From an optimization exercise on the open Yosys and OpenROAD flow, aimed at small area; shortcuts taken in it are not production practice.
Only simulation tests tie the RTL to the original design; equivalence was not proved.
No activity file was given, so power comes from the tool's default toggle rates.

## the baseline
==> flow/design.v (excerpt) <==
module csr_regfile #(
  parameter int NUM_OPS = 3,
  parameter int XLEN    = 64
) (
  input  logic                    clk,
  input  logic                    reset,
  input  logic                    commit_valid,
  input  logic [NUM_OPS*(12+XLEN+1)-1:0] csr_ops,
  input  logic                    is_ecall,
  input  logic                    is_mret,
  input  logic [11:0]             raddr,
  output logic [XLEN-1:0]         rdata,
  output logic                    redirect_valid,
  output logic [XLEN-1:0]         redirect_pc,
  output logic [1:0]              priv_mode
);
Size in the first run: ~3000 cells after synthesis.
clock: 7.0 ns
lec_check: 0
cap_margin: 5
core_margin: 2
core_utilization: 40
slew_margin: 5
synth_hierarchical: 1
synth_minimum_keep_size: 0
standard.sh (not shown) runs the stock make flow with config.mk's settings and CLKGATE_MAP_FILE= SYNTH_SCRIPT=/design/flow/synth_recipe.tcl, a recipe that flattens the netlist after the stock synthesis.
==> flow/flow/run.sh <==
#!/bin/bash
# Layout flow: the standard layout (standard.sh) with two changes.
# - The port buffers that placement puts on every input and output are buf_1
#   cells instead of the default delay buffers.
# - Clock tree synthesis uses clkbuf_8 buffers in clusters of at most 16 sinks
#   and adds no dummy loads.
# Everything else, including the synthesis, is the standard flow. make's full
# output goes to flow_make.log here; each ORFS step also keeps its own log
# under orfs/logs/.
set -euo pipefail
CTS="-sink_clustering_enable -repair_clock_nets -dont_use_dummy_load"
CTS="$CTS -buf_list sky130_fd_sc_hd__clkbuf_8"
CTS="$CTS -sink_clustering_size 16 -sink_clustering_max_diameter 70"
bash standard.sh \
  "BUFFER_PORTS_ARGS=-buffer_cell sky130_fd_sc_hd__buf_1" \
  "CTS_ARGS=$CTS" \
  finish > flow_make.log 2>&1
What the candidate does differently from the baseline at the input level:
diff --git a/flow/flow/run.sh b/flow/flow/run.sh
--- a/flow/flow/run.sh
+++ b/flow/flow/run.sh
@@ -4,3 +4,3 @@
 #   cells instead of the default delay buffers.
-# - Clock tree synthesis uses clkbuf_8 buffers in clusters of at most 16 sinks
+# - Clock tree synthesis uses clkbuf_8 buffers in clusters of at most 15 sinks
 #   and adds no dummy loads.
@@ -12,3 +12,3 @@
 CTS="$CTS -buf_list sky130_fd_sc_hd__clkbuf_8"
-CTS="$CTS -sink_clustering_size 16 -sink_clustering_max_diameter 70"
+CTS="$CTS -sink_clustering_size 15 -sink_clustering_max_diameter 60"
 bash standard.sh \
==> comparison <==
Between the baseline and the candidate, the flow reports maximum operating frequency decreasing slightly. Between the candidate and the baseline, portion of the clock cycle consumed by the worst path in the final layout is higher for the candidate, the baseline comes in under that. Changes observed in the candidate relative to the baseline: worst-case headroom to the max-slew limit rose by 1.5 points; minimum hold slack rose by 5.4 ps; die area stayed essentially flat; violation count after the first detailed-route iteration fell by about 0.34%. Looking at the candidate and the baseline, the final area is a wash. Combinational cell fraction of total power of the candidate is on par with the baseline. From the baseline to the candidate, synthesized area did not move at all. Looking at the candidate and the baseline, the register fraction of the total cell area is a wash.

* * *

Setup of oak:
Another version of the RTL of csr_regfile (not shown whole).
Size in the first run: roughly 3000 cells after synthesis, ~380 I/O pins, about 28000 um^2 of cells after synthesis.
export LEC_CHECK = 0
export CAP_MARGIN = 20
export CORE_MARGIN = 2
export CORE_UTILIZATION = 40
export CTS_BUF_LIST = sky130_fd_sc_hd__clkbuf_4
export SLEW_MARGIN = 20
export SYNTH_HIERARCHICAL = 1
export SYNTH_MINIMUM_KEEP_SIZE = 0
create_clock -name core_clock -period 7.0 [get_ports {clk}]
==> flow/flow/run.sh <==
#!/bin/bash
# Layout flow: the standard layout (standard.sh), with the port buffers
# that placement inserts on every input and output made from buf_1 cells
# instead of the default delay buffers. Everything else, including the
# synthesis, is the standard flow. make's full output goes to flow_make.log
# here; each ORFS step also keeps its own log under orfs/logs/.
set -euo pipefail
bash standard.sh "BUFFER_PORTS_ARGS=-buffer_cell sky130_fd_sc_hd__buf_1" finish \
  > flow_make.log 2>&1
Relative to oak, the following input files were edited for pine:
Settings: CTS_BUF_LIST no longer set, was sky130_fd_sc_hd__clkbuf_4.
==> flow/flow/run.sh <==
#!/bin/bash
# Layout flow: the standard layout (standard.sh) with two changes.
# - The port buffers that placement puts on every input and output are buf_1
#   cells instead of the default delay buffers.
# - Clock tree synthesis uses clkbuf_8 buffers in clusters of at most 15 sinks
#   and adds no dummy loads.
# Everything else, including the synthesis, is the standard flow. make's full
# output goes to flow_make.log here; each ORFS step also keeps its own log
# under orfs/logs/.
set -euo pipefail
CTS="-sink_clustering_enable -repair_clock_nets -dont_use_dummy_load"
CTS="$CTS -buf_list sky130_fd_sc_hd__clkbuf_8"
CTS="$CTS -sink_clustering_size 15 -sink_clustering_max_diameter 60"
bash standard.sh \
  "BUFFER_PORTS_ARGS=-buffer_cell sky130_fd_sc_hd__buf_1" \
  "CTS_ARGS=$CTS" \
  finish > flow_make.log 2>&1
--- outcome ---
Est. power | pine vs oak | pine lower
Diff pine and oak: aggregate global-route resource usage lower in pine
Upper clock frequency limit in pine is about 1.3% above oak.
STATUS max-slew headroom at the worst pin: pine wins against oak
Vias per cell grows slightly when moving from oak to pine.
Number of clock buffer instances in the layout on pine is down relative to oak.
After detailed routing, oak needs more wire than pine.
Against oak, the final cell area of pine is lower.

## what the ideal ports hide
Ports are ideal in the flow. The routed layouts listed here were re-timed in OpenROAD. Step 1: set_driving_cell puts a clkbuf_16 on clk and a buf_2 on each other input, an assumption about the parent block. Step 2 adds t to the input delays and takes it off the output delays; t is the mean of the earliest and latest rising clock arrival at the registers after step 1. Input paths then give back, and output paths get back, about the clock's delay inside the block. a / b / c = no drivers / after step 1 / after step 2; a / b = the first two.
run | t (ns) | setup WS [ns] | worst data-port slew with drivers (ns)
the baseline | 0.728 | 1.320 / 1.295 / 1.295 | 0.14
the candidate | 0.761 | 1.248 / 1.224 / 1.224 | 0.14
oak | 1.088 | 1.305 / 1.239 / 1.351 | 0.13
pine | 0.749 | 1.376 / 1.353 / 1.353 | 0.13
After both steps every run listed still meets setup and hold. The setup slack of the baseline, which loses most, moves by -0.025 ns with the drivers and by -0.025 ns with both steps.
